This design comes from an exercise in tuning for small area and a short achievable clock period on the open sky130 flow, not from production work.
Only simulation tests tie the RTL to the original design; equivalence was not proved.
Power is estimated from default activity; no workload was simulated.

oak:
Design decode_top, start of the top module:
module decode_top (
  input  logic                  clk,
  input  logic                  reset,
  input  logic                  fe_valid,
  input  logic [31:0]           fe_inst,
  input  logic [32-1:0]     fe_pc,
  input  logic                  br_flush,
  input  logic [32-1:0]     wb_value,
  output logic                  fe_stall,
  output logic                  de_valid,
  output decode_pkg::op_t       de_op,
  output logic [32-1:0]     de_pc,
  output logic [32-1:0]     de_rs1_val,
  output logic [32-1:0]     de_rs2_val,
  output logic [32-1:0]     de_imm,
  output logic [5-1:0] de_rd,
  output logic                  de_wr_reg,
  output logic                  de_is_branch
);
clock: 5.5 ns
lec_check: 0
abc_clock_period_in_ps: 4500
cap_margin: 20
core_margin: 2
core_utilization: 50
cts_cluster_diameter: 100
cts_cluster_size: 20
setup_slack_margin: 1.9
slew_margin: 20
synth_hierarchical: 1
standard.sh (not shown) runs the stock make flow with config.mk's settings and CLKGATE_MAP_FILE= SYNTH_SCRIPT=/design/flow/synth_recipe.tcl, a recipe that flattens the netlist after the stock synthesis.
==> flow/flow/run.sh <==
#!/bin/bash
# The standard layout (standard.sh) with these changes:
#  - synthesis is flow/my_synth.tcl: synth_recipe.tcl with the register file
#    mapped by ABC for area (see my_synth.tcl);
#  - ports are buffered with buf_2 cells instead of the resizer's default
#    (a delay cell), which is smaller and faster;
#  - clock tree synthesis inserts no dummy loads.
# make's full output goes to flow_make.log in this folder; ORFS's per-step
# logs stay under orfs/logs.
set -euo pipefail
export FLOW_WORK=$PWD
export BUFFER_PORTS_ARGS="-buffer_cell sky130_fd_sc_hd__buf_2"
export CTS_ARGS="-sink_clustering_enable -repair_clock_nets -dont_use_dummy_load -sink_clustering_size 20 -sink_clustering_max_diameter 100"
sed "s#SYNTH_SCRIPT=[^ ]*#SYNTH_SCRIPT=$PWD/flow/my_synth.tcl#" standard.sh > my_standard.sh
bash my_standard.sh > flow_make.log 2>&1
==> flow/flow/abc_rf.script <==
&get -n
&st
&syn2
&dch
&nf -R 1000
&put
==> flow/flow/my_synth.tcl <==
# The standard synthesis (synth_recipe.tcl, unchanged) with one change:
# the register file module is technology-mapped by ABC with an area-oriented
# script (flow/abc_rf.script) before the rest of the design is mapped with
# ORFS's usual script. Registers are mapped before ABC runs, so they are the
# same as in the standard synthesis.
proc abc {args} {
  set i [lsearch -exact $args -script]
  set rf_args [lreplace $args [expr {$i + 1}] [expr {$i + 1}] $::env(FLOW_WORK)/flow/abc_rf.script]
  yosys abc {*}$rf_args reg_file
  yosys abc {*}$args
}
source $::env(FLOW_WORK)/synth_recipe.tcl
In summary, oak completed successfully, with a layout that passed the timing, design-rule and antenna checks.
Modified inputs, pine compared to oak
Settings: PLACE_DENSITY: unset -> 0.8; SETUP_SLACK_MARGIN: 1.9 -> 2.2.
diff --git a/flow/flow/run.sh b/flow/flow/run.sh
--- a/flow/flow/run.sh
+++ b/flow/flow/run.sh
@@ -4 +4,2 @@
-#    mapped by ABC for area (see my_synth.tcl);
+#    mapped by ABC for area and the hazard unit for
+#    delay (see my_synth.tcl);
==> flow/flow/abc_hz.script (new file) <==
strash
dch
map -D 500
buffer -p
upsize -D 500
dnsize -D 500
==> flow/flow/my_synth.tcl <==
# The standard synthesis (synth_recipe.tcl, unchanged) with one change:
# ABC maps two modules with scripts of their own before it maps the rest of
# the design with ORFS's usual script: the register file with an
# area-oriented script (flow/abc_rf.script) and the hazard unit, which holds
# the input-to-output fe_stall path, with a delay-oriented one
# (flow/abc_hz.script). Registers are mapped before ABC runs, so they are the
# same as in the standard synthesis.
proc abc {args} {
  set i [lsearch -exact $args -script]
  set rf_args [lreplace $args [expr {$i + 1}] [expr {$i + 1}] $::env(FLOW_WORK)/flow/abc_rf.script]
  set hz_args [lreplace $args [expr {$i + 1}] [expr {$i + 1}] $::env(FLOW_WORK)/flow/abc_hz.script]
  yosys abc {*}$rf_args reg_file
  yosys abc {*}$hz_args hazard_unit
  yosys abc {*}$args
}
source $::env(FLOW_WORK)/synth_recipe.tcl
==> summary.txt <==
- pine was carried through to the last stage, and its layout satisfied the timing, design-rule and antenna checks.
- The slew of the pin with the lowest slew margin number comes out lower for oak vs pine.
- ~same total power consumption of the routed design in pine and oak
- Of pine and oak, the run reporting the higher critical path depth was pine.
- Fmax grows by a little under 10% when moving from oak to pine.
- Die area: pine vs oak, no meaningful difference
- Comparing pine and oak, final hold slack is higher on oak.
- Delta(post-synthesis sequential area ratio, pine - oak) < 0
- pine vs oak on weighted congestion at the end of routability-driven global placement: pine is the lower one.
- pine ended up with u_de_latch.q[30] as its worst setup path endpoint; oak ended up with fe_stall.
- When pine is set beside oak, its leakage component of the power turns out to be about 0.8% larger.
- Delta (pine minus oak): final cell area excluding filler cells higher; sequential cell count roughly the same.
[inputs] birch vs pine
Settings: PLACE_DENSITY removed (was 0.8); SETUP_SLACK_MARGIN changed from 2.2 to 2.4.
Findings:
The routed wire length in pine is 0.930 times that in birch.
Simple-gate area share of the yosys netlist: pine vs birch identical
Diff pine..birch | total count of max-transition violations in the final report | unchanged
Looking at filler cell count across birch and pine, the one that comes out lower is pine.
Register-to-register slack for birch is lower than for pine.
In the tables for birch and pine, worst hold slack reads lower with birch.
Between birch and pine, the sum of buffers and inverters on the critical path is higher for pine.
Min minimum setup slack after placement across birch and pine: pine
Compared birch against pine; number of tapcells within noise.
On half-perimeter wire length after detailed placement, pine beats birch.
birch gives less final critical path time including I/O delays and setup than pine did.
Inputs modified between birch and maple:
Settings: SETUP_SLACK_MARGIN changed from 2.4 to 2.2; PLACE_DENSITY newly set to 0.75.
Results
Summary — worst slew margin relative to its limit, maple relative to birch: lower, by 2.7 points. Compared with birch, maple shows a total wirelength of the detailed-routed design that is 8.1% lower. On endpoint arrival time on the critical path: between maple and birch, it ends up lower for birch. Share of the clock period used by the worst path: maple and birch compared, higher one is birch. Against birch, worst hold margin in maple came out worse.

-- what the ideal ports hide --
Ports are ideal in the flow. The routed layouts listed here were re-timed in OpenROAD. Step 1, drivers: a clkbuf_16 drives clk and a buf_2 each remaining input, both assumed. Step 2 also shifts input and output timing later by t, the mid clock arrival at the registers, as if the neighbouring blocks saw the same clock. a / b / c = no drivers / after step 1 / after step 2; a / b = the first two.
| run | t (ns) | slack for setup (ns) | worst slew at a driven data input, ns | cell pins on the clock port's net |
|---|---|---|---|---|
| oak | 0.700 | 1.835 / 1.721 / 1.169 | 0.18 | 1 |
| pine | 0.710 | 2.115 / 2.121 / 1.412 | 0.10 | 1 |
| birch | 0.702 | 2.143 / 2.106 / 1.561 | 0.09 | 1 |
| maple | 0.714 | 2.197 / 2.174 / 1.520 | 0.09 | 1 |
After both steps setup and hold are still met in every run listed. For pine, which loses most, drivers alone change the setup slack by +0.006 ns; drivers and shift together by -0.703 ns.
